This is an optimization exercise on Yosys and OpenROAD, whose aim is small area, not a production implementation.
RTL that was checked went through simulation tests only; none was proved equivalent to the original.
For runs 1, 2, 7 and 8, only the layout was checked, not whether the RTL still works.
No activity file was given, so power comes from the tool's default toggle rates.

===== flow/design.v =====
package eqPathPkg;
    typedef logic [16-1:0]        sample_t;      
    typedef logic signed [16-1:0] gain_t;        
    typedef logic                            channel_t;
    typedef logic [24-1:0]      dacWord_t;
    typedef logic [9-1:0]     hostAddr_t;
    typedef logic [32-1:0]     hostData_t;
    typedef struct packed {
        channel_t channel;
        sample_t  sample;
    } sampleBeat_t;
    typedef struct packed {
        gain_t ch1;
        gain_t ch0;
    } gainPair_t;
    typedef enum logic [1:0] {
        IDLE,
        SHIFT,
        DONE
    } spiState_t;
endpackage
module eqPath (
    input  logic      S_AXI_ACLK,
    input  logic      S_AXI_ARESETN,
    input  logic      hostWr,
    input  eqPathPkg::hostAddr_t hostAddr,
    input  eqPathPkg::hostData_t hostData,
    input  logic      ADC_SDO,
    output logic      ADC_SCK,
    output logic      ADC_SDI,
    output logic      ADC_CONV_CS,
    output logic      DAC_SCK,
    output logic      DAC_SDI,
    output logic      DAC_CONV_CS
);
    localparam logic [8:0] CNT_RST = 9'd265;
    logic [8:0] cnt;
    logic       tag;     
    logic adcWin, adcSck, sampleEn, adcSdi0, adcSdi1, dacWin, dacSck, dataWin, dacOne, dacTag, mulWin, mulLast, gainLoad, jump0, jump1;
    assign adcWin   = (cnt[8] && cnt[7] && !cnt[6]);
    assign adcSck   = (cnt[8] && cnt[7] && cnt[1]);
    assign sampleEn = (cnt[7] && !cnt[6] && !cnt[1] && cnt[0]);
    assign adcSdi0  = (cnt[8] && cnt[7] && !cnt[6] && !cnt[5] && !cnt[4] && !cnt[3] && !cnt[2]);
    assign adcSdi1  = (cnt[8] && cnt[7] && !cnt[5] && !cnt[4] && !cnt[3] && cnt[2]);
    assign dacWin   = (!cnt[8] && !cnt[7]);
    assign dacSck   = (!cnt[8] && !cnt[7] && cnt[1]);
    assign dataWin  = (!cnt[7] && cnt[6]);
    assign dacOne   = (!cnt[8] && !cnt[7] && !cnt[4] && cnt[3]);
    assign dacTag   = (!cnt[7] && cnt[4] && cnt[3] && cnt[2]);
    assign mulWin   = (!cnt[7] && cnt[4]);
    assign mulLast  = (cnt[3] && cnt[2] && cnt[1] && cnt[0]);
    assign gainLoad = (!cnt[8] && !cnt[6] && !cnt[5] && !cnt[4] && !cnt[3] && !cnt[2] && !cnt[1] && cnt[0]);
    assign jump0    = (cnt[8] && !cnt[7] && cnt[3] && cnt[0]);
    assign jump1    = (cnt[8] && cnt[6] && cnt[0]);
    always_ff @(posedge S_AXI_ACLK) begin
        if (!S_AXI_ARESETN) begin
            cnt <= CNT_RST;
            tag <= 1'b0;
        end else begin
            cnt <= jump0 ? 9'd384 : (jump1 ? 9'd32 : (cnt + 9'd1));
            if (jump1) tag <= ~tag;
        end
    end
    logic [15:0] staged0, staged1;
    logic [15:0] sample;         
    logic [17:0] acc;            
    logic        hit;
    logic [15:0] hostGain;
    assign hit      = hostWr && (hostAddr[3:0] == 4'hC);
    assign hostGain = S_AXI_ARESETN ? hostData[15:0] : 16'h4000;
    always_ff @(posedge S_AXI_ACLK) begin
        if (!S_AXI_ARESETN || (hit && !hostAddr[4])) staged0 <= hostGain;
        if (!S_AXI_ARESETN || (hit &&  hostAddr[4])) staged1 <= hostGain;
    end
    logic [15:0] nextGain;
    logic [16:0] gainRing;
    logic        afterReset;
    logic        gainNeg;        
    assign nextGain = tag ? staged0 : staged1;
    always_ff @(posedge S_AXI_ACLK) begin
        afterReset <= !S_AXI_ARESETN;
        if (gainLoad || afterReset) begin
            gainRing <= {nextGain[2:0], gainRing[14], nextGain[15:3]};
            gainNeg  <= nextGain[15];
        end else begin
            gainRing <= {gainRing[0], gainRing[16:1]};
        end
    end
    always_ff @(posedge S_AXI_ACLK) begin
        if (sampleEn) sample <= {sample[14:0], ADC_SDO ^ gainNeg};
    end
    logic        negSeen;        
    logic        mulBit;
    logic [16:0] addend, sum;
    assign mulBit = mulWin && (gainRing[0] ^ (gainNeg && negSeen));
    assign addend = {17{mulBit}} & {~sample[15], ~sample[15], sample[14:0]};
    always_ff @(posedge S_AXI_ACLK) begin
        negSeen <= mulWin && (negSeen || gainRing[0]);
    end
    logic [16:0] accExt;
    logic [17:0] carry;
    assign accExt   = {acc[17], acc[17:2]};
    assign carry[0] = mulBit && gainNeg;
    for (genvar i = 0; i < 17; i++) begin : g_add
        assign sum[i]     = accExt[i] ^ addend[i] ^ carry[i];
        assign carry[i+1] = (accExt[i] & addend[i]) | (carry[i] & (accExt[i] ^ addend[i]));
    end
    always_ff @(posedge S_AXI_ACLK) begin
        if (!dataWin) acc <= {sum[16] & mulWin, sum[15:0], acc[1]};
    end
    logic       sat;
    logic [3:0] bitIdx;
    logic       dataBit;
    assign sat     = !((acc[17] == acc[16]) && (acc[16] == acc[15]));
    assign bitIdx  = cnt[5:2];
    assign dataBit = sat ? ~acc[17] : (acc[15 - bitIdx] ^ (bitIdx == 4'd0));
    assign ADC_CONV_CS = !adcWin;
    assign ADC_SCK     = adcSck;
    assign ADC_SDI     = adcSdi0 || (adcSdi1 && tag);
    assign DAC_CONV_CS = !dacWin;
    assign DAC_SCK     = dacSck;
    assign DAC_SDI     = dataWin ? dataBit : (dacOne || (dacTag && tag));
endmodule

===== flow/flow/run.sh =====
#!/bin/bash
# The standard ORFS layout, with the smallest buffer on the ports and
# downsizing of cells on paths with slack to spare.
set -euo pipefail
bash standard.sh "BUFFER_PORTS_ARGS=-buffer_cell sky130_fd_sc_hd__buf_1" RECOVER_POWER=100 finish > make.log 2>&1

===== flow/standard.sh =====
#!/bin/bash
# synth_recipe.tcl (not shown) runs the flow's synth.tcl, then flattens the netlist and writes it again
# the make line also repeats each setting of config.mk as NAME=value (left out here)
make -C /OpenROAD-flow-scripts/flow DESIGN_CONFIG=/design/flow/config.mk WORK_HOME=/design/flow/orfs CLKGATE_MAP_FILE= SYNTH_SCRIPT=/design/flow/synth_recipe.tcl "${@:-finish}"

===== flow/config.mk =====
export PLATFORM = sky130hd
export DESIGN_NAME = eqPath
export DESIGN_NICKNAME = eqPath
export VERILOG_FILES = /design/flow/design.v
export SDC_FILE = /design/flow/constraint.sdc
export NUM_CORES = 4
export LEC_CHECK = 0
export CAP_MARGIN = 20
export CORE_MARGIN = 2
export CORE_UTILIZATION = 80
export CTS_BUF_LIST = sky130_fd_sc_hd__clkbuf_8
export SLEW_MARGIN = 20

===== flow/constraint.sdc =====
create_clock -name core_clock -period 10.0 [get_ports {S_AXI_ACLK}]
set_input_delay 2.0000 -clock core_clock [delete_from_list [all_inputs] [get_ports {S_AXI_ACLK}]]
set_output_delay 2.0000 -clock core_clock [all_outputs]
set_load 0.01 [all_outputs]

==> results of run 1 <==
## synth_stat cells (all sizes together), types with 2 or more instances
master	instances	area [sq um]
mux2	3	33.78
edfxtp	67	2012
a211oi	4	35.03
o21ai	23	115.1
clkbuf	3	11.26
nor3	2	10.01
nand2	29	108.9
fa	17	340.3
or3	2	17.52
mux4	2	45.04
inv	18	67.56
buf	12	78.82
nand2b	2	12.51
nand3	6	30.03
xor2	6	52.55
a21oi	5	25.02
nor2	17	63.81
mux2i	16	160.2
xnor2	2	17.52
and2	29	182.7
nand4	2	12.51
dfxtp	29	580.6
a31oi	2	12.51
## power breakdown
part / internal, mW / total (mW) / switching [mW]
combinational: 0.0149 / 0.0383 / 0.0233
sequential: 0.452 / 0.466 / 0.0140
clock: 0.121 / 0.260 / 0.139
## flip-flops by register name, indices dropped and copies added, names as in the netlist
signal / count
gainNeg: 1
afterReset: 1
cnt: 9
gainRing: 17
acc: 18
tag: 1
sample: 16
staged1: 16
negSeen: 1
staged0: 16
## final cells by class
type                       count  area (sq um)  area share
clock buffer                   9         123.9     0.02764
clock inverter                 7         86.33     0.01926
inverter                      18         67.56     0.01508
multi-input combinational    182          1393      0.3107
sequential                    96          2592      0.5784
tap                           70         87.58     0.01954
timing repair buffer          35         131.4     0.02931
## logic make-up (layout without fill, tap and decap cells)
family                   after synthesis  count (layout)  share of synthesized area
multiplexers                          21              21                    0.05774
XOR/XNOR                               8               8                    0.01693
AO/OA/AOI/OAI                         39              39                    0.05744
buffers and inverters                 33              69                    0.03809
flip-flops                            96              96                     0.6264
AND/OR/NAND/NOR                       96              96                     0.1182
adder cells (fa/ha/maj)               18              18                    0.08525
## metrics by stage
stage	power (mW)	setup slack (ns)	hold WS (ns)	std cells	utilization
after floorplan	0.4977	3.177	0.3096	311	-
after global placement	0.5078	2.822	0.3106	401	0.8509
after detailed placement	0.5125	2.565	0.3262	401	0.8509
after CTS	0.7686	2.503	0.3462	417	0.8926
after global routing	0.7883	2.152	0.3565	417	0.8888
final	0.7645	2.492	0.3483	417	0.8888
## metal layers
metal,global-route usage,vias up
met5,0,-
met4,0.1400,0
met3,0.05238,18
met2,0.4357,96
met1,0.3631,1217
li1,-,1139
## worst min-delay path by stage
stage / depth (start not counted) / slack [ns] / startpoint / to
floorplan: 0 / 0.31 / gainRing[14] / gainRing[13]
global placement: 0 / 0.31 / gainRing[14] / gainRing[13]
detailed placement: 0 / 0.33 / gainRing[14] / gainRing[13]
CTS: 0 / 0.35 / gainRing[14] / gainRing[13]
global route: 0 / 0.36 / gainRing[14] / gainRing[13]
finish: 0 / 0.35 / gainRing[14] / gainRing[13]
## critical path, cell delays in order, from the launching register on
cell	delay (ns)
dfxtp_1	0.46
inv_1	0.17
nand2_1	0.16
nor2_1	0.22
nand2_1	0.17
fa_1	0.22
fa_1	0.18
inv_1	0.05
fa_1	0.37
fa_1	0.41
fa_1	0.41
fa_1	0.42
fa_1	0.42
fa_1	0.39
fa_1	0.39
fa_1	0.41
fa_1	0.40
fa_1	0.39
fa_1	0.42
fa_1	0.38
inv_1	0.08
fa_1	0.18
inv_1	0.08
fa_1	0.45
==> results.tsv, run 1 <==
metric	value	unit
status	finished clean	
cp_max_fo	16	
vias_per_cell	5.923	
finalSetupViolations	0	
clkLatencyLatePin	0.36	ns
drt-met1-wl	2956	um
gp_congestion	0.8912	
path_class	reg -> reg	
grt_overflow	0	
slew_viol_final	0	
die_y	75.93	um
die_x	75.93	um
clkSinkCount	96	
ctsRootBufferMaster	clkbuf_8	
grt_max_degree	33	
clk_path_buf_depth	2	
design_area	4482	sq um
syn_area	4139	sq um
cts_tree	done	
synth_seq_cells	96	
worst_ir_drop_vdd	0.1407	mV
antenna_found_initial	0	
area_delta_synth_final	8.283	%
ctsResizeCount	0	
leakagePower	1.634	nW
grt_pass1_wl	11720	um
coreArea	5042	sq um
drc	0	
portBuffers	30	
vias	2470	
layout-drive-gt1-share	0.07781	
cp-start-kind	flop	
worst_pin_slew	1.384	ns
r2r-start	cnt[7]	
numCtsBuffers	9	
die_area	5765	sq um
rsz0062_at_grt	no	
antenna_cells	0	
wl_met2	3682	um
layout.nets	405	
reg2reg_depth	23	
grt_usage	0.2719	
fin_crit	7.508	ns
maxCapViolations	0	
layout_commonest_cell	edfxtp_1	
post_dp_cell_area	4290	sq um
yosys_warnings	1	
skew	0.01195	ns
cp.arrival	7.61	ns
drt-total-wl	7171	um
hpwl	4833	um
syn_nets	374	
top_layer	met4	
syn_avg_cell_area	13.31	sq um
dr_wl_met3	357	um
path_clk_slew	0.09	ns
synth_cell_types	40	
holdCritPathClass	reg -> reg	
rows	26	
end_kind	flop	
period_share	0.7508	
rr_endpoint	acc[16]	
holdBufCountCts	0	
wl_per_cell	17.20	um
synthFlopType	edfxtp_1	
first_pass_iters	5	
reg2reg_slack	2.49	ns
ys_async_sr_fraction	0	
required	10.10	ns
layout_common_cells	67 x edfxtp_1, 30 x buf_1, 29 x nand2_1, 29 x dfxtp_1, 23 x o21ai_0	
drtIter0Drc	225	
post-cts-setup-buffers	0	
synth_edf_count	67	
io_pins	51	
grt_pass1_vias	2461	
synthCells	311	
crit_path_start	cnt[7]	
fmax	133.2	MHz
critPathCapture	acc[16]	
ant_nets	0	
finalSetupTns	0	ns
finalHoldViolations	0	
h-tree-depth	3	
max-slew-margin-rel	0.07723	
ys_seq_area_frac	0.6264	
fill_cells	238	
p_per_area	170.6	nW/um^2
start_util	0.8208	
==> run 2: changes to the inputs <==
--- a/flow/config.mk
+++ b/flow/config.mk
@@ -7,6 +7,6 @@
 export LEC_CHECK = 0
 export CAP_MARGIN = 20
 export CORE_MARGIN = 2
-export CORE_UTILIZATION = 80
+export CORE_UTILIZATION = 65
 export CTS_BUF_LIST = sky130_fd_sc_hd__clkbuf_8
 export SLEW_MARGIN = 20
==> results.tsv, run 2 <==
metric	value	unit	change
synthCells	311		unchanged
cpMostUsedCell	fa_1		
portBuffers	30		unchanged
crit_slowest_cell	edfxtp_1		
worst_pin_slew	1.288	ns	-0.09616 ns
synth_top_area_cell	edfxtp_1		
holdBufCountCts	0		unchanged
synth_cell_types	40		unchanged
grt_pass1_wl	10610	um	-9.4%
syn_avg_cell_area	13.31	sq um	unchanged
post_dp_cell_area	4299	sq um	+0.20%
die_x	83.80	um	+10%
drc	0		unchanged
numCtsBuffers	9		unchanged
path_class	reg -> reg		
drt-total-wl	6410	um	-11%
min_to	gainRing[13]		
reg2reg_slack	2.69	ns	+0.20 ns
end_kind	flop		
rows	29		+12%
ys_seq_area_frac	0.6264		unchanged
io_pins	51		unchanged
grt_usage	0.2013		-0.07060
fin_crit	7.312	ns	-0.1955 ns
first_pass_iters	4		-1
clkLatencyLatePin	0.36	ns	about the same
path_clk_slew	0.09	ns	about the same
max-slew-margin-rel	0.1413		+0.06410
leakagePower	1.618	nW	-0.98%
yosys_warnings	1		unchanged
cp.arrival	7.41	ns	-0.20 ns
design_area	4456	sq um	-0.59%
ant_nets	0		unchanged
r2r-start	gainNeg		
fill_cells	454		+91%
regMostFlops	acc		
finalHoldViolations	0		unchanged
gp_congestion	0.7728		-13%
cp-start-kind	flop		
cts_tree	done		
synth_seq_cells	96		unchanged
synthFlopType	edfxtp_1		
grt_pass1_vias	2200		-11%
vias_per_cell	5.448		-8.0%
layout_common_cells	67 x edfxtp_1, 30 x buf_1, 29 x nand2_1, 29 x dfxtp_1, 23 x o21ai_0		
synth_top_area_share	0.4861		unchanged
post-cts-setup-buffers	0		unchanged
cp_max_fo	16		unchanged
finalSetupTns	0	ns	unchanged
clkSinkCount	96		unchanged
die_area	7022	sq um	+22%
period_share	0.7312		-0.01955
syn_area	4139	sq um	unchanged
holdPathStages	0		unchanged
synth_edf_count	67		unchanged
die_y	83.80	um	+10%
synth_common_cells	67 x edfxtp_1, 29 x dfxtp_1, 29 x nand2_1		
antenna_cells	0		unchanged
ctsRootBufferMaster	clkbuf_8		
clk_path_buf_depth	2		unchanged
worst_ir_drop_vdd	0.1380	mV	-1.9%
critPathMaxStageDelay	0.48	ns	+0.02 ns
slew_viol_final	0		unchanged
rr_endpoint	acc[16]		
grt_overflow	0		unchanged
hold_start	gainRing[14]		
ys_async_sr_fraction	0		unchanged
layout-drive-gt1-share	0.07205		-0.005764
hpwl	4443	um	-8.1%
syn_nets	374		unchanged
skew	0.01321	ns	+0.001257 ns
area_delta_synth_final	7.648	%	
crit_path_cell_trace	nand2_1, xor2_1, nor2_1, nand2_1, fa_1, fa_1, inv_1, fa_1, fa_1, fa_1, fa_1, fa_1, fa_1, fa_1, fa_1, fa_1, fa_1, fa_1, fa_1, inv_1, fa_1, inv_1, fa_1		
layout.nets	405		unchanged
coreArea	6241	sq um	+24%
rsz0062_at_grt	no		
grt_max_degree	33		unchanged
hold_slack	0.3383	ns	-0.01001 ns
reg_top3	acc x18, gainRing x17		
holdCritPathClass	reg -> reg		
finalSetupViolations	0		unchanged
synth_area_leaders	edfxtp_1 49%, dfxtp_1 14%, fa_1 8.2%		
antenna_found_initial	0		unchanged
wl_per_cell	15.12	um	-12%
layout_commonest_cell	edfxtp_1		
h-tree-depth	3		unchanged
required	10.10	ns	about the same
status	finished clean		
fmax	136.8	MHz	+2.7%
maxCapViolations	0		unchanged
p_per_area	163.4	nW/um^2	-4.2%
largest_reg_flops	18		unchanged
reg2reg_depth	23		unchanged
start_util	0.6632		-0.1577
ctsResizeCount	0		unchanged
drtIter0Drc	138		-39%
vias	2310		-6.5%
synth_most_common_cell	edfxtp_1		
[run 2: layer usage]
| layer | vias up | global-route usage | share of wire | wire (um) |
|---|---|---|---|---|
| li1 | 1144 | - | - | - |
| met1 | 1098 | 0.2918 | 0.47 | 3012 |
| met2 | 57 | 0.2982 | 0.47 | 2996 |
| met3 | 11 | 0.03858 | 0.042 | 271 |
| met4 | 0 | 0.09531 | 0.020 | 130 |
| met5 | - | 0 | 0 | 0 |
[run 2: cell type report]
cell class	count	area, sq um	area share
inverter	18	67.56	0.01516
clock buffer	9	123.9	0.02780
multi-input combinational	182	1388	0.3114
tap	77	96.34	0.02162
sequential	96	2592	0.5819
timing repair buffer	35	131.4	0.02949
clock inverter	7	56.30	0.01264
[run 2: worst max path at each step]
stage                  from  endpoint
floorplan           gainNeg   acc[16]
global placement     cnt[7]   acc[16]
detailed placement   cnt[7]   acc[16]
CTS                  cnt[7]   acc[16]
global route         cnt[7]   acc[16]
finish              gainNeg   acc[16]
[run 2: power by group]
part / switching [mW] / internal, mW / total (mW)
registers: 0.0124 / 0.452 / 0.464
logic: 0.0222 / 0.0149 / 0.0371
clock network: 0.134 / 0.0929 / 0.227
[run 2: worst max-delay path, delay by kind of cell (launching register included)]
kind / cells / cell delay [ns]
adder cells (fa/ha/maj): 16 / 5.69
flip-flops: 1 / 0.48
AND/OR/NAND/NOR: 3 / 0.49
buffers and inverters: 3 / 0.21
XOR/XNOR: 1 / 0.17
[run 2: per-stage QoR]
step | cells | utilization | setup slack (ns) | power, mW
CTS | 424 | 0.7177 | 2.629 | 0.7374
global route | 424 | 0.7139 | 2.332 | 0.7607
global placement | 408 | 0.6889 | 2.775 | 0.5089
detailed placement | 408 | 0.6889 | 2.689 | 0.5120
finish | 424 | 0.7139 | 2.688 | 0.7280
floorplan | 311 | - | 3.177 | 0.4977
[run 2: kinds of logic (layout without fill, tap and decap cells)]
| group | Yosys count | after routing | share of synthesized area |
|---|---|---|---|
| flip-flops | 96 | 96 | 0.6264 |
| AND/OR/NAND/NOR | 96 | 96 | 0.1182 |
| AO/OA/AOI/OAI | 39 | 39 | 0.05744 |
| buffers and inverters | 33 | 69 | 0.03809 |
| multiplexers | 21 | 21 | 0.05774 |
| adder cells (fa/ha/maj) | 18 | 18 | 0.08525 |
| XOR/XNOR | 8 | 8 | 0.01693 |
==> run 3: changes to the inputs <==
--- a/flow/design.v
+++ b/flow/design.v
@@ -33,10 +33,10 @@
     output logic      DAC_SDI,
     output logic      DAC_CONV_CS
 );
-    localparam logic [8:0] CNT_RST = 9'd265;
+    localparam logic [8:0] CNT_RST = 9'd281;
     logic [8:0] cnt;
     logic       tag;     
-    logic adcWin, adcSck, sampleEn, adcSdi0, adcSdi1, dacWin, dacSck, dataWin, dacOne, dacTag, mulWin, mulLast, gainLoad, jump0, jump1;
+    logic adcWin, adcSck, sampleEn, adcSdi0, adcSdi1, dacWin, dacSck, dataWin, dacOne, dacTag, mulWin, gainLoad, jump0, jump1;
     assign adcWin   = (cnt[8] && cnt[7] && !cnt[6]);
     assign adcSck   = (cnt[8] && cnt[7] && cnt[1]);
     assign sampleEn = (cnt[7] && !cnt[6] && !cnt[1] && cnt[0]);
@@ -47,18 +47,17 @@
     assign dataWin  = (!cnt[7] && cnt[6]);
     assign dacOne   = (!cnt[8] && !cnt[7] && !cnt[4] && cnt[3]);
     assign dacTag   = (!cnt[7] && cnt[4] && cnt[3] && cnt[2]);
-    assign mulWin   = (!cnt[7] && cnt[4]);
-    assign mulLast  = (cnt[3] && cnt[2] && cnt[1] && cnt[0]);
-    assign gainLoad = (!cnt[8] && !cnt[6] && !cnt[5] && !cnt[4] && !cnt[3] && !cnt[2] && !cnt[1] && cnt[0]);
-    assign jump0    = (cnt[8] && !cnt[7] && cnt[3] && cnt[0]);
-    assign jump1    = (cnt[8] && cnt[6] && cnt[0]);
+    assign mulWin   = (!cnt[7] && cnt[5] && cnt[4]);
+    assign gainLoad = (cnt[8] && !cnt[7] && cnt[4]) || (!cnt[8] && !cnt[6] && !cnt[5] && !cnt[4] && !cnt[3] && !cnt[2] && !cnt[1] && cnt[0]);
+    assign jump0    = (cnt[8] && cnt[6] && cnt[0]);
+    assign jump1    = (cnt[8] && !cnt[7] && cnt[3] && cnt[0]);
     always_ff @(posedge S_AXI_ACLK) begin
         if (!S_AXI_ARESETN) begin
             cnt <= CNT_RST;
             tag <= 1'b0;
         end else begin
-            cnt <= jump0 ? 9'd384 : (jump1 ? 9'd32 : (cnt + 9'd1));
-            if (jump1) tag <= ~tag;
+            cnt <= jump0 ? 9'd32 : (jump1 ? 9'd384 : (cnt + 9'd1));
+            if (jump0) tag <= ~tag;
         end
     end
     logic [15:0] staged0, staged1;
@@ -74,12 +73,10 @@
     end
     logic [15:0] nextGain;
     logic [16:0] gainRing;
-    logic        afterReset;
     logic        gainNeg;        
     assign nextGain = tag ? staged0 : staged1;
     always_ff @(posedge S_AXI_ACLK) begin
-        afterReset <= !S_AXI_ARESETN;
-        if (gainLoad || afterReset) begin
+        if (gainLoad) begin
             gainRing <= {nextGain[2:0], gainRing[14], nextGain[15:3]};
             gainNeg  <= nextGain[15];
         end else begin
==> flow/flow/run.sh (replaced) <==
#!/bin/bash
set -euo pipefail
bash standard.sh "BUFFER_PORTS_ARGS=-buffer_cell sky130_fd_sc_hd__buf_1" RECOVER_POWER=100 "CTS_ARGS=-sink_clustering_enable -repair_clock_nets -buf_list sky130_fd_sc_hd__clkbuf_8 -dont_use_dummy_load" finish > make.log 2>&1
--- a/flow/config.mk
+++ b/flow/config.mk
@@ -8,5 +8,4 @@
 export CAP_MARGIN = 20
 export CORE_MARGIN = 2
 export CORE_UTILIZATION = 65
-export CTS_BUF_LIST = sky130_fd_sc_hd__clkbuf_8
 export SLEW_MARGIN = 20
==> results.tsv, run 3 <==
metric	value	unit	change
cts_tree	done		
grt_overflow	0		unchanged
clkSinkCount	95		-1.0%
die_y	83.41	um	-0.46%
path_class	reg -> reg		
path_clk_slew	0.08	ns	about the same
cp.arrival	7.43	ns	+0.02 ns
die_area	6957	sq um	-0.92%
ys_async_sr_fraction	0		unchanged
critPathBufInv	3		unchanged
pre_cts_slack	2.789	ns	+0.1005 ns
cpMostUsedCell	fa_1		
dr_wl_met3	224	um	-17%
synthCells	304		-2.3%
rows	28		-3.4%
coreArea	5991	sq um	-4.0%
io_pins	51		unchanged
clk_path_buf_depth	2		unchanged
grt_usage	0.2088		+0.007533
synth_area_leaders	edfxtp_1 49%, dfxtp_1 14%, fa_1 7.8%		
layout.nets	396		-2.2%
gp_congestion	0.8256		+6.8%
power_frac_comb	0.066		+0.015
hold_start	gainRing[14]		
drt-met1-wl	3198	um	+6.2%
max-slew-margin-rel	0.1188		-0.02250
yosys_warnings	1		unchanged
antenna_found_initial	0		unchanged
wl_met2	3005	um	+0.30%
crit_path_cell_trace	nor2b_1, nand2_1, nor2_1, nand2_1, fa_1, fa_1, inv_1, fa_1, fa_1, fa_1, fa_1, fa_1, fa_1, fa_1, fa_1, fa_1, fa_1, fa_1, fa_1, inv_1, fa_1, fa_1, inv_1		
reg_top3	acc x18, gainRing x17		
start_util	0.6842		+0.02102
crit_path_start	cnt[7]		
ys_seq_area_frac	0.6276		+0.001234
first_pass_iters	4		unchanged
slew_viol_final	0		unchanged
worst_slack	2.777	ns	+0.08909 ns
end_kind	flop		
status	finished clean		
crit_slowest_cell	dfxtp_1		
wl_per_cell	16.06	um	+6.2%
p_sw_frac	0.2172		-0.01402
holdBufCountCts	0		unchanged
holdCritPathClass	reg -> reg		
leakagePower	1.593	nW	-1.5%
critical-path-top-delay-family	adder cells		
finalHoldViolations	0		unchanged
layout_common_cells	67 x edfxtp_1, 30 x buf_1, 28 x dfxtp_1		
ant_nets	0		unchanged
p_per_area	162.1	nW/um^2	-0.81%
largest_reg_flops	18		unchanged
area_delta_synth_final	6.654	%	
drc	0		unchanged
p_clk_frac	0.270		-0.041
fin_crit	7.223	ns	-0.08909 ns
vias_per_cell	5.668		+4.0%
syn_nets	366		-2.1%
synth_top_area_share	0.4908		+0.004748
top_layer	met4		
grt_pass1_vias	2306		+4.8%
hpwl	4228	um	-4.9%
regMostFlops	acc		
numCtsBuffers	9		unchanged
portBuffers	30		unchanged
ctsResizeCount	0		unchanged
rsz0062_at_grt	no		
synth_most_common_cell	edfxtp_1		
vias	2307		-0.13%
synthFlopType	edfxtp_1		
antenna_cells	0		unchanged
drtIter0Drc	168		+22%
cp_max_fo	16		unchanged
critPathMaxStageDelay	0.56	ns	+0.08 ns
seq_power_share	0.664		+0.026
maxCapViolations	0		unchanged
h-tree-depth	3		unchanged
cp-start-kind	flop		
layout_commonest_cell	edfxtp_1		
period_share	0.7223		-0.008909
synth_cell_types	43		+7.5%
clkLatencyLatePin	0.35	ns	about the same
die_x	83.41	um	-0.46%
ctsRootBufferMaster	clkbuf_8		
synth_common_cells	67 x edfxtp_1, 29 x and2_1, 28 x dfxtp_1		
grt_pass1_wl	11110	um	+4.7%
internal_power	0.5546	mW	-0.90%
syn_avg_cell_area	13.48	sq um	+1.3%
drt-total-wl	6537	um	+2.0%
worst_ir_drop_vdd	0.1117	mV	-19%
fill_cells	413		-9.0%
post-cts-setup-buffers	0		unchanged
grt_max_degree	33		unchanged
required	10.21	ns	+0.11 ns
r2r-start	cnt[7]		
syn_area	4099	sq um	-0.97%
p_switching	0.1539	mW	-8.6%
synth_top_area_cell	edfxtp_1		
finalSetupTns	0	ns	unchanged
finalSetupViolations	0		unchanged
layout-drive-gt1-share	0.04819		-0.02385
skew	0.01804	ns	+0.004832 ns
synth_edf_count	67		unchanged
worst_pin_slew	1.322	ns	+0.03375 ns
fmax	138.4	MHz	+1.2%
synth_seq_cells	95		-1.0%
run 3: layout make-up:
cell class | instances | area [sq um] | share of cell area
flip-flops and latches | 95 | 2572 | 0.5884
multi-input cells | 179 | 1398 | 0.3197
repair buffers | 35 | 131.4 | 0.03005
clock buffers | 9 | 123.9 | 0.02833
well taps | 75 | 93.84 | 0.02147
inverters | 14 | 52.55 | 0.01202
run 3: logic make-up after synthesis:
logic type,Yosys count,synth area share
and+or+nand+nor,93,0.1200
muxes,23,0.06410
AOI/OAI and AO/OA,38,0.05678
DFF,95,0.6276
xor gates and xnor gates,8,0.01709
adders and majority gates,17,0.08120
buffers and inverters,30,0.03327
run 3: final timing paths:
kind / endpoint / slack, ns / depth (start not counted)
min: gainRing[13] / 0.35 / 0
min reg2reg: gainRing[13] / 0.35 / 0
max: acc[16] / 2.78 / 23
max reg2reg: acc[16] / 2.78 / 23
run 3: power groups by stage:
stage	logic (mW)	registers, mW	clock network (mW)
global route	0.0545	0.474	0.210
finish	0.0469	0.470	0.191
detailed placement	0.0489	0.479	0
CTS	0.0492	0.470	0.196
floorplan	0.0398	0.470	0
global placement	0.0466	0.478	0
run 3: per-layer routing:
layer | up-vias | GRT usage
met2 | 42 | 0.3262
met5 | - | 0
met4 | 0 | 0.08358
li1 | 1124 | -
met1 | 1131 | 0.2976
met3 | 10 | 0.03479
run 3: metrics by stage:
step | instance area [sq um] | utilization | power [mW] | instances | hold WS, ns
floorplan | 4099 | - | 0.5103 | 304 | 0.3096
global placement | 4267 | 0.7122 | 0.5246 | 398 | 0.3194
detailed placement | 4267 | 0.7122 | 0.5274 | 398 | 0.3180
CTS | 4390 | 0.7329 | 0.7155 | 407 | 0.3549
global route | 4372 | 0.7297 | 0.7379 | 407 | 0.3604
finish | 4372 | 0.7297 | 0.7085 | 407 | 0.3525
run 3: worst reg2reg max path, stage by stage, from the launching register on:
cell and delay, ns:
dfxtp_1 0.56, nor2b_1 0.18, nand2_1 0.14, nor2_1 0.20, nand2_1 0.17, fa_1 0.20
fa_1 0.17, inv_1 0.05, fa_1 0.37, fa_1 0.40, fa_1 0.39, fa_1 0.39
fa_1 0.39, fa_1 0.39, fa_1 0.38, fa_1 0.39, fa_1 0.40, fa_1 0.39
fa_1 0.40, fa_1 0.36, inv_1 0.09, fa_1 0.21, fa_1 0.41, inv_1 0.06
==> run 4: changes to the inputs <==
==> flow/flow/run.sh (replaced) <==
#!/bin/bash
set -euo pipefail
bash standard.sh "BUFFER_PORTS_ARGS=-buffer_cell sky130_fd_sc_hd__buf_1" RECOVER_POWER=100 "CTS_ARGS=-sink_clustering_enable -repair_clock_nets -buf_list sky130_fd_sc_hd__clkbuf_16 -dont_use_dummy_load -sink_clustering_size 48 -sink_clustering_max_diameter 200" finish > make.log 2>&1
--- a/flow/config.mk
+++ b/flow/config.mk
@@ -5,7 +5,7 @@
 export SDC_FILE = /design/flow/constraint.sdc
 export NUM_CORES = 4
 export LEC_CHECK = 0
-export CAP_MARGIN = 20
+export CAP_MARGIN = 0
 export CORE_MARGIN = 2
 export CORE_UTILIZATION = 65
-export SLEW_MARGIN = 20
+export SLEW_MARGIN = 0
==> results.tsv, run 4 <==
metric	value	unit	change
finalHoldViolations	0		unchanged
final_util	0.7467		+0.01692
p_switching	0.1660	mW	+7.9%
finalSetupViolations	0		unchanged
critical-path-top-delay-family	adder cells		
path_clk_slew	0.06	ns	-0.02 ns
critPathBufInv	3		unchanged
die_y	83.41	um	unchanged
synth_most_common_cell	edfxtp_1		
rows	28		unchanged
ctsRootBufferMaster	clkbuf_16		
maxCapViolations	0		unchanged
io_pins	51		unchanged
synth_top_area_share	0.4908		unchanged
critPathMaxStageDelay	0.55	ns	about the same
layout_commonest_cell	edfxtp_1		
holdBufCountCts	0		unchanged
synth_area_leaders	edfxtp_1 49%, dfxtp_1 14%, fa_1 7.8%		
numCtsBuffers	9		unchanged
reg_top3	acc x18, gainRing x17		
p_per_area	178.6	nW/um^2	+10%
layout.nets	396		unchanged
internal_power	0.6329	mW	+14%
leakagePower	1.640	nW	+2.9%
clkSinkCount	95		unchanged
syn_avg_cell_area	13.48	sq um	unchanged
regMostFlops	acc		
path_class	reg -> reg		
cpMostUsedCell	fa_1		
seq_power_share	0.590		-0.074
holdCritPathClass	reg -> reg		
antenna_cells	0		unchanged
cp.arrival	7.41	ns	-0.02 ns
grt_pass1_vias	2320		+0.61%
ys_async_sr_fraction	0		unchanged
worst_pin_slew	1.312	ns	-0.009563 ns
ant_nets	0		unchanged
synth_seq_cells	95		unchanged
grt_max_degree	33		unchanged
required	10.20	ns	about the same
synth_common_cells	67 x edfxtp_1, 29 x and2_1, 28 x dfxtp_1		
skew	0.009532	ns	-0.008509 ns
p_clk_frac	0.351		+0.081
rsz0062_at_grt	no		
end_kind	flop		
multiInputGateArea	1398	sq um	unchanged
layout-drive-gt1-share	0.04819		unchanged
synthFlopType	edfxtp_1		
clkLatencyLatePin	0.33	ns	-0.02 ns
yosys_warnings	1		unchanged
cp_max_fo	16		unchanged
portBuffers	30		unchanged
synth_edf_count	67		unchanged
synth_top_area_cell	edfxtp_1		
power_frac_comb	0.059		-0.007
cp-start-kind	flop		
hold_slack	0.3364	ns	-0.01617 ns
p_sw_frac	0.2078		-0.009412
drtIter0Drc	194		+15%
first_pass_iters	4		unchanged
synthCells	304		unchanged
status	finished clean		
finalSetupTns	0	ns	unchanged
die_x	83.41	um	unchanged
grt_pass1_wl	11160	um	+0.43%
grt_usage	0.2102		+0.001378
gp_congestion	0.8256		unchanged
hpwl	4228	um	unchanged
ctsResizeCount	0		unchanged
ys_seq_area_frac	0.6276		unchanged
crit_path_cell_trace	nor2b_1, nand2_1, nor2_1, nand2_1, fa_1, fa_1, inv_1, fa_1, fa_1, fa_1, fa_1, fa_1, fa_1, fa_1, fa_1, fa_1, fa_1, fa_1, fa_1, inv_1, fa_1, fa_1, inv_1		
fmax	138.7	MHz	+0.18%
synth_cell_types	43		unchanged
coreArea	5991	sq um	unchanged
design_area	4473	sq um	+2.3%
regArea	2572	sq um	unchanged
h-tree-depth	3		unchanged
worst_ir_drop_vdd	0.1118	mV	+0.12%
wl_per_cell	16.12	um	+0.38%
vias	2304		-0.13%
crit_slowest_cell	dfxtp_1		
layout_common_cells	67 x edfxtp_1, 30 x buf_1, 28 x dfxtp_1		
syn_nets	366		unchanged
area_delta_synth_final	9.127	%	
start_util	0.6842		unchanged
max-slew-margin-rel	0.1252		+0.006375
post_dp_cell_area	4267	sq um	unchanged
fill_cells	404		-2.2%
slew_viol_final	0		unchanged
drt-total-wl	6562	um	+0.38%
period_share	0.7210		-0.001282
cts_tree	done		
largest_reg_flops	18		unchanged
clk_path_buf_depth	2		unchanged
antenna_found_initial	0		unchanged
fin_crit	7.210	ns	-0.01282 ns
grt_overflow	0		unchanged
syn_area	4099	sq um	unchanged
post-cts-setup-buffers	0		unchanged
drc	0		unchanged
vias_per_cell	5.661		-0.13%
die_area	6957	sq um	unchanged
run 4: power by group through the flow:
stage | Combinational (mW) | Sequential (mW) | Clock (mW)
after floorplan | 0.0398 | 0.470 | 0
after CTS | 0.0493 | 0.471 | 0.286
after detailed placement | 0.0489 | 0.479 | 0
after global placement | 0.0466 | 0.478 | 0
after global routing | 0.0546 | 0.474 | 0.301
final | 0.0473 | 0.471 | 0.281
run 4: cell type report:
cell class | instances | share of cell area
tap | 75 | 0.02098
inverter | 14 | 0.01175
clock buffer | 9 | 0.05035
sequential | 95 | 0.5751
timing repair buffer | 35 | 0.02937
multi-input combinational | 179 | 0.3124
run 4: final timing paths:
check                     from            to  cells past startpoint  slack [ns]
setup / recovery        cnt[7]       acc[16]                     23        2.79
hold reg to reg   gainRing[14]  gainRing[13]                      0        0.34
hold / removal    gainRing[14]  gainRing[13]                      0        0.34
setup reg to reg        cnt[7]       acc[16]                     23        2.79
run 4: per-stage QoR:
| stage | setup WS, ns | power [mW] | std cells |
|---|---|---|---|
| 5_1_grt | 2.465 | 0.8295 | 407 |
| 6_report | 2.790 | 0.7990 | 407 |
| 2_1_floorplan | 3.297 | 0.5103 | 304 |
| 3_5_place_dp | 2.789 | 0.5274 | 398 |
| 4_1_cts | 2.749 | 0.8059 | 407 |
| 3_3_place_gp | 2.919 | 0.5246 | 398 |
run 4: cell families (layout without fill, tap and decap cells):
logic type / after synthesis / count (layout) / share of synthesized area
muxes: 23 / 23 / 0.06410
buffers and inverters: 30 / 58 / 0.03327
DFF: 95 / 95 / 0.6276
xor gates and xnor gates: 8 / 8 / 0.01709
adders and majority gates: 17 / 17 / 0.08120
AOI/OAI and AO/OA: 38 / 38 / 0.05678
and+or+nand+nor: 93 / 93 / 0.1200
run 4: per-layer routing:
layer | share of wire | up-vias | GRT usage
met5 | 0 | - | 0
met3 | 0.045 | 6 | 0.04970
li1 | - | 1125 | -
met2 | 0.46 | 56 | 0.3255
met1 | 0.48 | 1117 | 0.2984
met4 | 0.012 | 0 | 0.07038
==> run 5: changes to the inputs <==
==> flow/flow/run.sh (replaced) <==
#!/bin/bash
set -euo pipefail
bash standard.sh "BUFFER_PORTS_ARGS=-buffer_cell sky130_fd_sc_hd__buf_1" RECOVER_POWER=100 "CTS_ARGS=-sink_clustering_enable -repair_clock_nets -buf_list sky130_fd_sc_hd__clkbuf_8 -dont_use_dummy_load -sink_clustering_size 24 -sink_clustering_max_diameter 150" finish > make.log 2>&1
==> results.tsv, run 5 <==
metric	value	unit	change
status	finished clean		
internal_power	0.5546	mW	-12%
grt_max_degree	33		unchanged
p_clk_frac	0.270		-0.081
antenna_found_initial	0		unchanged
die_y	83.41	um	unchanged
ctsResizeCount	0		unchanged
drt-total-wl	6537	um	-0.38%
start_util	0.6842		unchanged
grt_pass1_wl	11110	um	-0.43%
skew	0.01804	ns	+0.008509 ns
cp_max_fo	16		unchanged
yosys_warnings	1		unchanged
crit_slowest_cell	dfxtp_1		
wl_per_cell	16.06	um	-0.38%
grt_usage	0.2088		-0.001378
syn_avg_cell_area	13.48	sq um	unchanged
ant_nets	0		unchanged
fin_crit	7.223	ns	+0.01282 ns
die_x	83.41	um	unchanged
clkLatencyLatePin	0.35	ns	+0.02 ns
power.total	0.7085	mW	-11%
holdBufCountCts	0		unchanged
vias	2307		+0.13%
rows	28		unchanged
synth_top_area_cell	edfxtp_1		
post-cts-setup-buffers	0		unchanged
grt_overflow	0		unchanged
r2r-start	cnt[7]		
synthFlopType	edfxtp_1		
dpl.cell_count	398		unchanged
synth_area_leaders	edfxtp_1 49%, dfxtp_1 14%, fa_1 7.8%		
synth_cell_types	43		unchanged
layout-drive-gt1-share	0.04819		unchanged
power_frac_comb	0.066		+0.007
period_share	0.7223		+0.001282
reg2reg_slack	2.78	ns	about the same
syn_nets	366		unchanged
hpwl	4228	um	unchanged
clkSinkCount	95		unchanged
cp.arrival	7.43	ns	+0.02 ns
crit_path_cell_trace	nor2b_1, nand2_1, nor2_1, nand2_1, fa_1, fa_1, inv_1, fa_1, fa_1, fa_1, fa_1, fa_1, fa_1, fa_1, fa_1, fa_1, fa_1, fa_1, fa_1, inv_1, fa_1, fa_1, inv_1		
slew_viol_final	0		unchanged
coreArea	5991	sq um	unchanged
post_dp_cell_area	4267	sq um	unchanged
portBuffers	30		unchanged
layout_common_cells	67 x edfxtp_1, 30 x buf_1, 28 x dfxtp_1		
leakagePower	1.593	nW	-2.8%
ctsRootBufferMaster	clkbuf_8		
path_clk_slew	0.08	ns	+0.02 ns
worst_pin_slew	1.322	ns	+0.009563 ns
worst_ir_drop_vdd	0.1117	mV	-0.12%
first_pass_iters	4		unchanged
numCtsBuffers	9		unchanged
ys_seq_area_frac	0.6276		unchanged
p_switching	0.1539	mW	-7.3%
finalHoldViolations	0		unchanged
synth_common_cells	67 x edfxtp_1, 29 x and2_1, 28 x dfxtp_1		
holdCritPathClass	reg -> reg		
area_delta_synth_final	6.654	%	
max-slew-margin-rel	0.1188		-0.006375
synthCells	304		unchanged
cpMostUsedCell	fa_1		
stdcell_count	407		unchanged
p_sw_frac	0.2172		+0.009412
synth_edf_count	67		unchanged
rsz0062_at_grt	no		
syn_area	4099	sq um	unchanged
reg_top3	acc x18, gainRing x17		
seq_power_share	0.664		+0.074
synth_seq_cells	95		unchanged
finalSetupViolations	0		unchanged
ys_async_sr_fraction	0		unchanged
path_class	reg -> reg		
cts_tree	done		
maxCapViolations	0		unchanged
design_area	4372	sq um	-2.3%
synth_top_area_share	0.4908		unchanged
synth_most_common_cell	edfxtp_1		
io_pins	51		unchanged
drtIter0Drc	168		-13%
end_kind	flop		
cp-start-kind	flop		
p_per_area	162.1	nW/um^2	-9.3%
fmax	138.4	MHz	-0.18%
largest_reg_flops	18		unchanged
rr_endpoint	acc[16]		
min_to	gainRing[13]		
hold_start	gainRing[14]		
drc	0		unchanged
grt_pass1_vias	2306		-0.60%
holdPathStages	0		unchanged
regMostFlops	acc		
reg2reg_depth	23		unchanged
critPathMaxStageDelay	0.56	ns	about the same
layout.nets	396		unchanged
antenna_cells	0		unchanged
vias_per_cell	5.668		+0.13%
layout_commonest_cell	edfxtp_1		
die_area	6957	sq um	unchanged
finalSetupTns	0	ns	unchanged
gp_congestion	0.8256		unchanged
clk_path_buf_depth	2		unchanged
h-tree-depth	3		unchanged
hold_slack	0.3525	ns	+0.01617 ns
required	10.21	ns	about the same
==> run 5: worst max-delay path, delay by kind of cell, from the launching register on <==
kind	cells	cell delay [ns]
fa+ha+maj	16	5.64
simple gates	4	0.68
flops	1	0.56
buf+inv	3	0.20
==> run 5: per-layer routing <==
metal / routed length (um) / up-vias / global-route usage
met2: 3005 / 42 / 0.3262
met4: 108 / 0 / 0.08358
li1: - / 1124 / -
met1: 3198 / 1131 / 0.2976
met5: 0 / - / 0
met3: 224 / 10 / 0.03479
==> run 5: final cells by class <==
class	instances	area (sq um)
flip-flops and latches	95	2572
fillers	413	1619
multi-input cells	179	1398
repair buffers	35	131.4
clock buffers	9	123.9
well taps	75	93.84
inverters	14	52.55
==> run 5: worst max-delay path by stage <==
stage | from | endpoint | slack (ns) | cells past startpoint
2_1_floorplan | gainNeg | acc[16] | 3.30 | 24
3_3_place_gp | gainNeg | acc[16] | 2.92 | 23
3_5_place_dp | cnt[7] | acc[16] | 2.79 | 23
4_1_cts | cnt[7] | acc[16] | 2.77 | 23
5_1_grt | cnt[7] | acc[16] | 2.49 | 23
6_report | cnt[7] | acc[16] | 2.78 | 23
==> run 5: cell families (layout without fill, tap and decap cells) <==
kind of cell / after synthesis / in the layout / share of synthesized area
AOI/OAI and AO/OA: 38 / 38 / 0.05678
xor gates and xnor gates: 8 / 8 / 0.01709
adders and majority gates: 17 / 17 / 0.08120
buffers and inverters: 30 / 58 / 0.03327
DFF: 95 / 95 / 0.6276
muxes: 23 / 23 / 0.06410
and+or+nand+nor: 93 / 93 / 0.1200
==> run 5: power groups by stage <==
stage	clock, mW	combinational, mW	sequential (mW)
2_1_floorplan	0	0.0398	0.470
3_3_place_gp	0	0.0466	0.478
3_5_place_dp	0	0.0489	0.479
4_1_cts	0.196	0.0492	0.470
5_1_grt	0.210	0.0545	0.474
6_report	0.191	0.0469	0.470
==> run 5: metrics by stage <==
stage,setup WS [ns],util
2_1_floorplan,3.297,-
6_report,2.777,0.7297
4_1_cts,2.773,0.7329
3_3_place_gp,2.919,0.7122
5_1_grt,2.485,0.7297
3_5_place_dp,2.789,0.7122
==> run 6: changes to the inputs <==
==> flow/flow/run.sh (replaced) <==
#!/bin/bash
# The standard ORFS layout, with the smallest buffer on the ports and
# downsizing of cells on paths with slack to spare.
set -euo pipefail
bash standard.sh "BUFFER_PORTS_ARGS=-buffer_cell sky130_fd_sc_hd__buf_1" RECOVER_POWER=100 finish > make.log 2>&1
--- a/flow/config.mk
+++ b/flow/config.mk
@@ -5,7 +5,8 @@
 export SDC_FILE = /design/flow/constraint.sdc
 export NUM_CORES = 4
 export LEC_CHECK = 0
-export CAP_MARGIN = 0
+export CAP_MARGIN = 20
 export CORE_MARGIN = 2
 export CORE_UTILIZATION = 65
-export SLEW_MARGIN = 0
+export CTS_BUF_LIST = sky130_fd_sc_hd__clkbuf_8
+export SLEW_MARGIN = 20
==> results.tsv, run 6 <==
metric	value	unit	change
layout_common_cells	67 x edfxtp_1, 30 x buf_1, 28 x dfxtp_1		
reg_top3	acc x18, gainRing x17		
largest_reg_flops	18		unchanged
grt_pass1_vias	2304		-0.087%
synth_most_common_cell	edfxtp_1		
rows	28		unchanged
h-tree-depth	3		unchanged
path_clk_slew	0.09	ns	about the same
gp_congestion	0.8256		unchanged
syn_nets	366		unchanged
holdBufCountCts	0		unchanged
wl_per_cell	15.79	um	-1.7%
start_util	0.6842		unchanged
design_area	4452	sq um	+1.8%
grt_max_degree	33		unchanged
grt_util_met2	0.3211		-0.005132
grt_usage	0.2075		-0.001253
grt_pass1_wl	11100	um	-0.13%
end_kind	flop		
hold_start	gainRing[14]		
hpwl	4228	um	unchanged
antenna_cells	0		unchanged
layout.nets	396		unchanged
antenna_found_initial	0		unchanged
synthCells	304		unchanged
period_share	0.7232		+0.0008990
io_pins	51		unchanged
coreArea	5991	sq um	unchanged
slew_viol_final	0		unchanged
required	10.23	ns	+0.02 ns
layout_commonest_cell	edfxtp_1		
clkLatencyLatePin	0.35	ns	about the same
worst_ir_drop_vdd	0.1148	mV	+2.8%
post_dp_cell_area	4267	sq um	unchanged
reg2reg_depth	23		unchanged
cts_tree	done		
die_area	6957	sq um	unchanged
regMostFlops	acc		
synth_edf_count	67		unchanged
area_delta_synth_final	8.608	%	
ys_async_sr_fraction	0		unchanged
holdCritPathClass	reg -> reg		
cp_max_fo	16		unchanged
clk_path_buf_depth	2		unchanged
ctsResizeCount	0		unchanged
leakagePower	1.632	nW	+2.4%
grt_util_met3	0.03777		+0.002982
path_class	reg -> reg		
finalSetupViolations	0		unchanged
syn_area	4099	sq um	unchanged
portBuffers	30		unchanged
ant_nets	0		unchanged
r2r-start	cnt[7]		
synth_top_area_share	0.4908		unchanged
first_pass_iters	4		unchanged
synth_cell_types	43		unchanged
die_y	83.41	um	unchanged
synth_common_cells	67 x edfxtp_1, 29 x and2_1, 28 x dfxtp_1		
reg2reg_slack	2.77	ns	about the same
fin_crit	7.232	ns	+0.008990 ns
die_x	83.41	um	unchanged
rsz0062_at_grt	no		
skew	0.006929	ns	-0.01111 ns
syn_avg_cell_area	13.48	sq um	unchanged
yosys_warnings	1		unchanged
fmax	138.3	MHz	-0.12%
clkSinkCount	95		unchanged
numCtsBuffers	9		unchanged
grt_overflow	0		unchanged
p_per_area	173.4	nW/um^2	+7.0%
synthFlopType	edfxtp_1		
vias	2313		+0.26%
synth_top_area_cell	edfxtp_1		
synth_area_leaders	edfxtp_1 49%, dfxtp_1 14%, fa_1 7.8%		
layout-drive-gt1-share	0.06785		+0.01965
synth_seq_cells	95		unchanged
worst_pin_slew	1.298	ns	-0.02340 ns
status	finished clean		
min_to	gainRing[13]		
vias_per_cell	5.587		-1.4%
drc	0		unchanged
drtIter0Drc	211		+26%
maxCapViolations	0		unchanged
cp.arrival	7.46	ns	+0.03 ns
holdPathStages	0		unchanged
ys_seq_area_frac	0.6276		unchanged
finalSetupTns	0	ns	unchanged
ctsRootBufferMaster	clkbuf_8		
grt_use_met1	0.2992		+0.001599
cp-start-kind	flop		
finalHoldViolations	0		unchanged
max-slew-margin-rel	0.1344		+0.01560
grt.busiest_layer	met2		
power.total	0.7720	mW	+9.0%
drt-total-wl	6536	um	about the same
post-cts-setup-buffers	0		unchanged
rr_endpoint	acc[16]		
## run 6: where the power goes
| group | switching [mW] | internal [mW] |
|---|---|---|
| combinational | 0.0273 | 0.0197 |
| clock | 0.131 | 0.123 |
| sequential | 0.0164 | 0.454 |
## run 6: kinds of logic after synthesis
family                     synth area share
xor gates and xnor gates            0.01709
buffers and inverters               0.03327
AOI/OAI and AO/OA                   0.05678
adders and majority gates           0.08120
muxes                               0.06410
DFF                                  0.6276
and+or+nand+nor                      0.1200
## run 6: worst max path at each step
stage / from / to / slack [ns] / cells past startpoint
floorplan: gainNeg / acc[16] / 3.30 / 24
global placement: gainNeg / acc[16] / 2.92 / 23
detailed placement: cnt[7] / acc[16] / 2.79 / 23
CTS: cnt[7] / acc[16] / 2.77 / 23
global route: cnt[7] / acc[16] / 2.49 / 23
finish: cnt[7] / acc[16] / 2.77 / 23
## run 6: metal layers
layer / vias to the layer above / share of wire
met5: - / 0
met4: 0 / 0.013
met3: 9 / 0.035
met2: 38 / 0.47
met1: 1137 / 0.48
li1: 1129 / -
## run 6: critical path, cell delays in order (launching register included)
cell     delay [ns]
dfxtp_1        0.56
nor2b_1        0.17
nand2_1        0.14
nor2_1         0.21
nand2_1        0.17
fa_1           0.20
fa_1           0.17
inv_1          0.05
fa_1           0.38
fa_1           0.40
fa_1           0.39
fa_1           0.39
fa_1           0.39
fa_1           0.39
fa_1           0.38
fa_1           0.39
fa_1           0.40
fa_1           0.39
fa_1           0.40
fa_1           0.36
inv_1          0.09
fa_1           0.21
fa_1           0.41
inv_1          0.06
## run 6: cell type report
type / count / area, sq um
Clock inverter: 6 / 66.31
Sequential cell: 95 / 2572
Multi-Input combinational cell: 179 / 1398
Timing Repair Buffer: 35 / 131.4
Tap cell: 75 / 93.84
Fill cell: 401 / 1539
Inverter: 14 / 52.55
Clock buffer: 10 / 137.6
## run 6: per-stage QoR
stage	setup slack (ns)	cells	utilization	hold slack (ns)
after global routing	2.487	414	0.7431	0.3515
final	2.768	414	0.7431	0.3482
after floorplan	3.297	304	-	0.3096
after detailed placement	2.789	398	0.7122	0.3180
after global placement	2.919	398	0.7122	0.3194
after CTS	2.767	414	0.7462	0.3529
==> run 7: changes to the inputs <==
--- a/flow/design.v
+++ b/flow/design.v
@@ -63,18 +63,20 @@
     logic [15:0] staged0, staged1;
     logic [15:0] sample;         
     logic [17:0] acc;            
-    logic        hit;
-    logic [15:0] hostGain;
-    assign hit      = hostWr && (hostAddr[3:0] == 4'hC);
-    assign hostGain = S_AXI_ARESETN ? hostData[15:0] : 16'h4000;
+    logic        hit0, hit1;
+    logic        written0, written1;
+    assign hit0 = hostWr && (hostAddr[3:0] == 4'hC) && !hostAddr[4];
+    assign hit1 = hostWr && (hostAddr[3:0] == 4'hC) &&  hostAddr[4];
     always_ff @(posedge S_AXI_ACLK) begin
-        if (!S_AXI_ARESETN || (hit && !hostAddr[4])) staged0 <= hostGain;
-        if (!S_AXI_ARESETN || (hit &&  hostAddr[4])) staged1 <= hostGain;
+        if (hit0) staged0 <= hostData[15:0];
+        if (hit1) staged1 <= hostData[15:0];
+        written0 <= S_AXI_ARESETN && (written0 || hit0);
+        written1 <= S_AXI_ARESETN && (written1 || hit1);
     end
     logic [15:0] nextGain;
     logic [16:0] gainRing;
     logic        gainNeg;        
-    assign nextGain = tag ? staged0 : staged1;
+    assign nextGain = tag ? (written0 ? staged0 : 16'h4000) : (written1 ? staged1 : 16'h4000);
     always_ff @(posedge S_AXI_ACLK) begin
         if (gainLoad) begin
             gainRing <= {nextGain[2:0], gainRing[14], nextGain[15:3]};
==> flow/flow/run.sh (replaced) <==
#!/bin/bash
set -euo pipefail
bash standard.sh "BUFFER_PORTS_ARGS=-buffer_cell sky130_fd_sc_hd__buf_1" RECOVER_POWER=100 "CTS_ARGS=-sink_clustering_enable -repair_clock_nets -buf_list sky130_fd_sc_hd__clkbuf_8 -dont_use_dummy_load" finish > make.log 2>&1
--- a/flow/config.mk
+++ b/flow/config.mk
@@ -8,5 +8,4 @@
 export CAP_MARGIN = 20
 export CORE_MARGIN = 2
 export CORE_UTILIZATION = 65
-export CTS_BUF_LIST = sky130_fd_sc_hd__clkbuf_8
 export SLEW_MARGIN = 20
==> results.tsv, run 7 <==
metric	value	unit	change
status	complete, but fails checks		
so_faults	max-capacitance violations, max-slew violations		
skew	0.02416	ns	+0.01723 ns
synth_cell_types	44		+2.3%
layout_common_cells	67 x edfxtp_1, 30 x dfxtp_1, 29 x nor2_1, 29 x buf_1, 16 x fa_1		
coreArea	5991	sq um	unchanged
worst_ir_drop_vdd	0.1383	mV	+20%
p_clk_frac	0.274		-0.056
die_y	83.40	um	about the same
reg_top3	acc x18, gainRing x17		
first_pass_iters	5		+1
end_kind	flop		
max-slew-margin-rel	-0.07003		-0.2045
drt-total-wl	6415	um	-1.9%
synth_top_area_cell	edfxtp_1		
synthFlopType	edfxtp_1		
cts_tree	done		
slew_viol_final	33		+33
ctsRootBufferMaster	clkbuf_8		
grt_usage	0.2010		-0.006530
syn_nets	360		-1.6%
grt_overflow	0		unchanged
cp.arrival	7.55	ns	+0.09 ns
worst_pin_slew	1.605	ns	+0.3067 ns
grt_pass1_wl	10780	um	-2.8%
portBuffers	30		unchanged
yosys_warnings	1		unchanged
grt_pass1_vias	2220		-3.6%
synth_area_leaders	edfxtp_1 49%, dfxtp_1 15%, fa_1 7.8%		
design_area	4352	sq um	-2.2%
ctsResizeCount	0		unchanged
layout_commonest_cell	edfxtp_1		
vias_per_cell	5.702		+2.1%
clkLatencyLatePin	0.35	ns	about the same
post_dp_cell_area	4247	sq um	-0.47%
syn_avg_cell_area	13.75	sq um	+2.0%
area_delta_synth_final	6.198	%	
wl_per_cell	16.08	um	+1.8%
drtIter0Drc	110		-48%
p_sw_frac	0.2118		-0.01471
path_clk_slew	0.09	ns	about the same
leakagePower	1.544	nW	-5.4%
p_switching	0.1473	mW	-16%
synthCells	298		-2.0%
start_util	0.6840		about the same
die_x	83.40	um	about the same
synth_most_common_cell	edfxtp_1		
largest_reg_flops	18		unchanged
drc	0		unchanged
path_class	reg -> reg		
regMostFlops	acc		
fmax	136.1	MHz	-1.6%
antenna_cells	0		unchanged
maxCapViolations	1		+1
io_pins	51		unchanged
finalSetupTns	0	ns	unchanged
synth_seq_cells	97		+2.1%
ys_async_sr_fraction	0		unchanged
layout-drive-gt1-share	0.1019		+0.03401
required	10.20	ns	-0.03 ns
power_frac_comb	0.062		about the same
internal_power	0.5480	mW	-8.2%
cp-start-kind	flop		
numCtsBuffers	9		unchanged
gp_congestion	0.7792		-5.6%
post-cts-setup-buffers	0		unchanged
layout.nets	388		-2.0%
antenna_found_initial	0		unchanged
h-tree-depth	3		unchanged
rows	28		unchanged
clk_path_buf_depth	2		unchanged
synth_top_area_share	0.4910		about the same
seq_power_share	0.664		+0.055
syn_area	4098	sq um	about the same
holdCritPathClass	reg -> reg		
synth_common_cells	67 x edfxtp_1, 30 x dfxtp_1, 29 x nor2_1		
holdBufCountCts	0		unchanged
ant_nets	0		unchanged
rsz0062_at_grt	no		
die_area	6956	sq um	about the same
p_per_area	159.8	nW/um^2	-7.9%
period_share	0.7349		+0.01170
finalSetupViolations	0		unchanged
cp_max_fo	16		unchanged
hpwl	4264	um	+0.86%
grt_max_degree	33		unchanged
synth_edf_count	67		unchanged
clkSinkCount	97		+2.1%
ys_seq_area_frac	0.6376		+0.009963
fin_crit	7.349	ns	+0.1170 ns
finalHoldViolations	0		unchanged
fill_cells	421		+5.0%
vias	2275		-1.6%
-- run 7: path summary, 6_finish.rpt --
| kind | cells past startpoint | endpoint | slack [ns] | start |
|---|---|---|---|---|
| max reg2reg | 24 | acc[16] | 2.65 | gainNeg |
| max | 24 | acc[16] | 2.65 | gainNeg |
| min reg2reg | 0 | gainRing[13] | 0.31 | gainRing[14] |
| min | 0 | gainRing[13] | 0.31 | gainRing[14] |
-- run 7: power groups by stage --
| stage | clock network (mW) | registers (mW) | logic [mW] |
|---|---|---|---|
| floorplan | 0 | 0.463 | 0.0395 |
| global placement | 0 | 0.470 | 0.0421 |
| detailed placement | 0 | 0.470 | 0.0437 |
| CTS | 0.197 | 0.462 | 0.0439 |
| global route | 0.210 | 0.464 | 0.0487 |
| finish | 0.190 | 0.462 | 0.0431 |
-- run 7: area by class of cell --
| type | instances | area, sq um | area share |
|---|---|---|---|
| sequential | 97 | 2613 | 0.6003 |
| multi-input combinational | 169 | 1338 | 0.3074 |
| timing repair buffer | 35 | 131.4 | 0.03019 |
| clock buffer | 9 | 123.9 | 0.02846 |
| tap | 75 | 93.84 | 0.02156 |
| inverter | 14 | 52.55 | 0.01208 |
-- run 7: worst max-delay path, stage by stage (launching register included) --
cell	delay, ns
edfxtp_1	0.47
nand2_1	0.12
xor2_1	0.19
nor3_1	0.06
clkbuf_1	0.31
nand2_1	0.19
fa_1	0.19
fa_1	0.16
inv_1	0.05
fa_1	0.38
fa_1	0.39
fa_1	0.40
fa_1	0.39
fa_1	0.42
fa_1	0.40
fa_1	0.39
fa_1	0.39
fa_1	0.40
fa_1	0.40
fa_1	0.41
fa_1	0.37
inv_1	0.09
fa_1	0.18
fa_1	0.41
inv_1	0.06
-- run 7: cells by family after synthesis --
family / count (synthesis) / share of synthesized area
buffers and inverters: 32 / 0.03664
xor gates and xnor gates: 7 / 0.01496
AOI/OAI and AO/OA: 49 / 0.09527
and+or+nand+nor: 90 / 0.1099
adders and majority gates: 17 / 0.08122
DFF: 97 / 0.6376
muxes: 6 / 0.02443
-- run 7: routing by layer --
metal / GRT usage / up-vias / share of wire
met5: 0 / - / 0
met1: 0.2992 / 1100 / 0.49
met4: 0.08346 / 0 / 0.0069
met3: 0.02982 / 5 / 0.040
met2: 0.3021 / 54 / 0.47
li1: - / 1116 / -
-- run 7: through the flow --
| step | hold slack, ns | total power [mW] | std cells | setup slack [ns] | utilization |
|---|---|---|---|---|---|
| 3_3_place_gp | 0.3110 | 0.5119 | 390 | 2.954 | 0.7084 |
| 5_1_grt | 0.3328 | 0.7231 | 399 | 2.264 | 0.7264 |
| 2_1_floorplan | 0.3096 | 0.5029 | 298 | 3.259 | - |
| 4_1_cts | 0.3142 | 0.7021 | 399 | 2.849 | 0.7295 |
| 3_5_place_dp | 0.3207 | 0.5141 | 390 | 2.894 | 0.7089 |
| 6_report | 0.3126 | 0.6953 | 399 | 2.651 | 0.7264 |
==> run 8: changes to the inputs <==
--- a/flow/design.v
+++ b/flow/design.v
@@ -76,7 +76,11 @@
     logic [15:0] nextGain;
     logic [16:0] gainRing;
     logic        gainNeg;        
-    assign nextGain = tag ? (written0 ? staged0 : 16'h4000) : (written1 ? staged1 : 16'h4000);
+    logic        pick0, pick1;
+    assign pick0    = tag && written0;
+    assign pick1    = !tag && written1;
+    assign nextGain = (staged0 & {16{pick0}}) | (staged1 & {16{pick1}})
+                    | (16'h4000 & {16{!pick0 && !pick1}});
     always_ff @(posedge S_AXI_ACLK) begin
         if (gainLoad) begin
             gainRing <= {nextGain[2:0], gainRing[14], nextGain[15:3]};
==> results.tsv, run 8 <==
metric	value	unit	change
cp-start-kind	flop		
dpl.cell_count	385		-1.3%
synthFlopType	edfxtp_1		
vias	2244		-1.4%
first_pass_iters	4		-1
finalHoldViolations	0		unchanged
numCtsBuffers	9		unchanged
path_clk_slew	0.08	ns	about the same
grt_overflow	0		unchanged
ant_nets	0		unchanged
status	finished clean		
max-slew-margin-rel	0.1953		+0.2654
clkLatencyLatePin	0.35	ns	about the same
multiInputGateArea	1290	sq um	-3.6%
synth_seq_cells	97		unchanged
path_class	reg -> reg		
fill_cells	454		+7.8%
yosys_warnings	1		unchanged
rsz0062_at_grt	no		
ys_async_sr_fraction	0		unchanged
period_share	0.7361		+0.001193
crit_path_cell_trace	nand2_1, xor2_1, nor3_1, clkbuf_1, nand2_1, fa_1, fa_1, inv_1, fa_1, fa_1, fa_1, fa_1, fa_1, fa_1, fa_1, fa_1, fa_1, fa_1, fa_1, fa_1, inv_1, fa_1, fa_1, inv_1		
cp.arrival	7.56	ns	about the same
antenna_cells	0		unchanged
regMostFlops	acc		
syn_nets	356		-1.1%
maxCapViolations	0		-1
start_util	0.6821		-0.001900
clk_path_buf_depth	2		unchanged
synth_cell_types	45		+2.3%
hpwl	4159	um	-2.5%
ys_seq_area_frac	0.6356		-0.001941
synth_top_area_share	0.4895		-0.001495
layout_common_cells	67 x edfxtp_1, 30 x dfxtp_1, 29 x buf_1		
wl_per_cell	15.27	um	-5.0%
die_y	83.52	um	+0.14%
grt_max_degree	33		unchanged
holdCritPathClass	reg -> reg		
cp_max_fo	16		unchanged
synth_area_leaders	edfxtp_1 49%, dfxtp_1 15%, fa_1 7.8%		
layout_commonest_cell	edfxtp_1		
worst_pin_slew	1.203	ns	-0.4025 ns
syn_avg_cell_area	13.98	sq um	+1.7%
io_pins	51		unchanged
end_kind	flop		
reg_top3	acc x18, gainRing x17		
synth_edf_count	67		unchanged
grt_pass1_wl	10050	um	-6.8%
reg2reg_slack	2.64	ns	about the same
ctsResizeCount	0		unchanged
post-cts-setup-buffers	0		unchanged
drtIter0Drc	153		+39%
slew_viol_final	0		-100%
gp_congestion	0.7987		+2.5%
hold_slack	0.3417	ns	+0.02909 ns
grt_pass1_vias	2106		-5.1%
grt_usage	0.1885		-0.01248
cpMostUsedCell	fa_1		
rows	28		unchanged
finalSetupTns	0	ns	unchanged
regArea	2613	sq um	unchanged
critPathBufInv	4		unchanged
ctsRootBufferMaster	clkbuf_8		
finalSetupViolations	0		unchanged
worst_ir_drop_vdd	0.1219	mV	-12%
coreArea	6026	sq um	+0.58%
syn_area	4110	sq um	+0.31%
h-tree-depth	3		unchanged
die_x	83.52	um	+0.14%
layout-drive-gt1-share	0.06583		-0.03602
fmax	135.9	MHz	-0.16%
stdcell_count	394		-1.3%
portBuffers	30		unchanged
die_area	6976	sq um	+0.29%
vias_per_cell	5.695		-0.11%
skew	0.02594	ns	+0.001785 ns
antenna_found_initial	0		unchanged
synth_top_area_cell	edfxtp_1		
largest_reg_flops	18		unchanged
leakagePower	1.531	nW	-0.81%
cts_tree	done		
fin_crit	7.361	ns	+0.01193 ns
area_delta_synth_final	4.536	%	
crit_slowest_cell	edfxtp_1		
drc	0		unchanged
required	10.20	ns	about the same
holdBufCountCts	0		unchanged
clkSinkCount	97		unchanged
synth_common_cells	67 x edfxtp_1, 30 x dfxtp_1, 28 x nand2_1		
critPathMaxStageDelay	0.45	ns	-0.02 ns
synthCells	294		-1.3%
critical-path-top-delay-family	adder cells		
p_per_area	155.5	nW/um^2	-2.7%
drt-total-wl	6015	um	-6.2%
synth_most_common_cell	edfxtp_1		
layout.nets	383		-1.3%
==> run 8: cell count changes after synthesis, moves of 2 or more <==
cell / previous run / this run
a21oi_2: 14 / 0
a31oi_1: 2 / 0
o21ai_2: 0 / 14
nand2_1: 15 / 28
and3_1: 3 / 6
nor2_1: 29 / 11
nand3_1: 9 / 7
nand2b_1: 2 / 0
==> run 8: routing by layer <==
layer  GRT usage  vias to the layer above  share of wire
met2      0.2786                       54           0.46
met1      0.2672                     1070           0.48
li1            -                     1113              -
met5           0                        -              0
met4     0.07771                        0          0.012
met3     0.05539                        7          0.052
==> run 8: logic make-up (layout without fill, tap and decap cells) <==
family / count (synthesis) / in the layout / synth area share
flops: 97 / 97 / 0.6356
simple gates: 85 / 85 / 0.1059
compound gates: 49 / 49 / 0.09467
buf+inv: 31 / 56 / 0.03470
fa+ha+maj: 17 / 17 / 0.08097
mux: 8 / 8 / 0.03318
xor+xnor: 7 / 7 / 0.01492
==> run 8: final timing paths <==
kind / endpoint / startpoint / depth (start not counted)
setup / recovery: acc[16] / gainNeg / 24
hold / removal: gainRing[13] / gainRing[14] / 0
setup reg to reg: acc[16] / gainNeg / 24
hold reg to reg: gainRing[13] / gainRing[14] / 0
==> run 8: area by class of cell <==
class | instances | area share
Tap cell | 75 | 0.02184
Timing Repair Buffer | 33 | 0.02883
Multi-Input combinational cell | 166 | 0.3002
Sequential cell | 97 | 0.6080
Inverter | 14 | 0.01223
Clock buffer | 9 | 0.02883
==> run 8: through the flow <==
stage | power, mW | setup slack (ns) | instance area, sq um | util
floorplan | 0.4804 | 3.260 | 4110 | -
global placement | 0.4873 | 3.028 | 4249 | 0.7052
detailed placement | 0.4885 | 2.822 | 4252 | 0.7056
CTS | 0.6764 | 2.789 | 4375 | 0.7261
global route | 0.6938 | 2.374 | 4297 | 0.7130
finish | 0.6681 | 2.639 | 4297 | 0.7130
==> run 8: where the power goes <==
part	switching (mW)	internal, mW
registers	0.0109	0.439
clock network	0.112	0.0809
logic	0.0147	0.0102

## separate check: timing with driven ports
The flow's constraints put no driver on any port. The routed layouts listed below were extracted and timed again, unchanged, in two steps.
Step 1 assumes that a clkbuf_16 drives the clock port and a buf_2 every other input.
Step 2 times the ports against the registers' clock, not the clock port: input delays grow and output delays shrink by t, the midpoint of the rising clock arrivals with the driver on.
Three values: ideal, step 1, step 2; two values: the first two.
run	t, ns	slack for setup (ns)	worst slew at a driven data input, ns	cell pins on the clock port's net
run 1	0.374	2.492 / 2.492 / 2.492	0.03	1
run 2	0.381	2.688 / 2.688 / 2.688	0.03	1
run 3	0.370	2.777 / 2.777 / 2.777	0.03	1
run 4	0.360	2.790 / 2.790 / 2.790	0.03	1
run 5	0.370	2.777 / 2.777 / 2.777	0.03	1
run 6	0.376	2.768 / 2.768 / 2.768	0.03	1
run 7	0.362	2.651 / 2.651 / 2.651	0.03	1
run 8	0.366	2.639 / 2.639 / 2.639	0.03	1
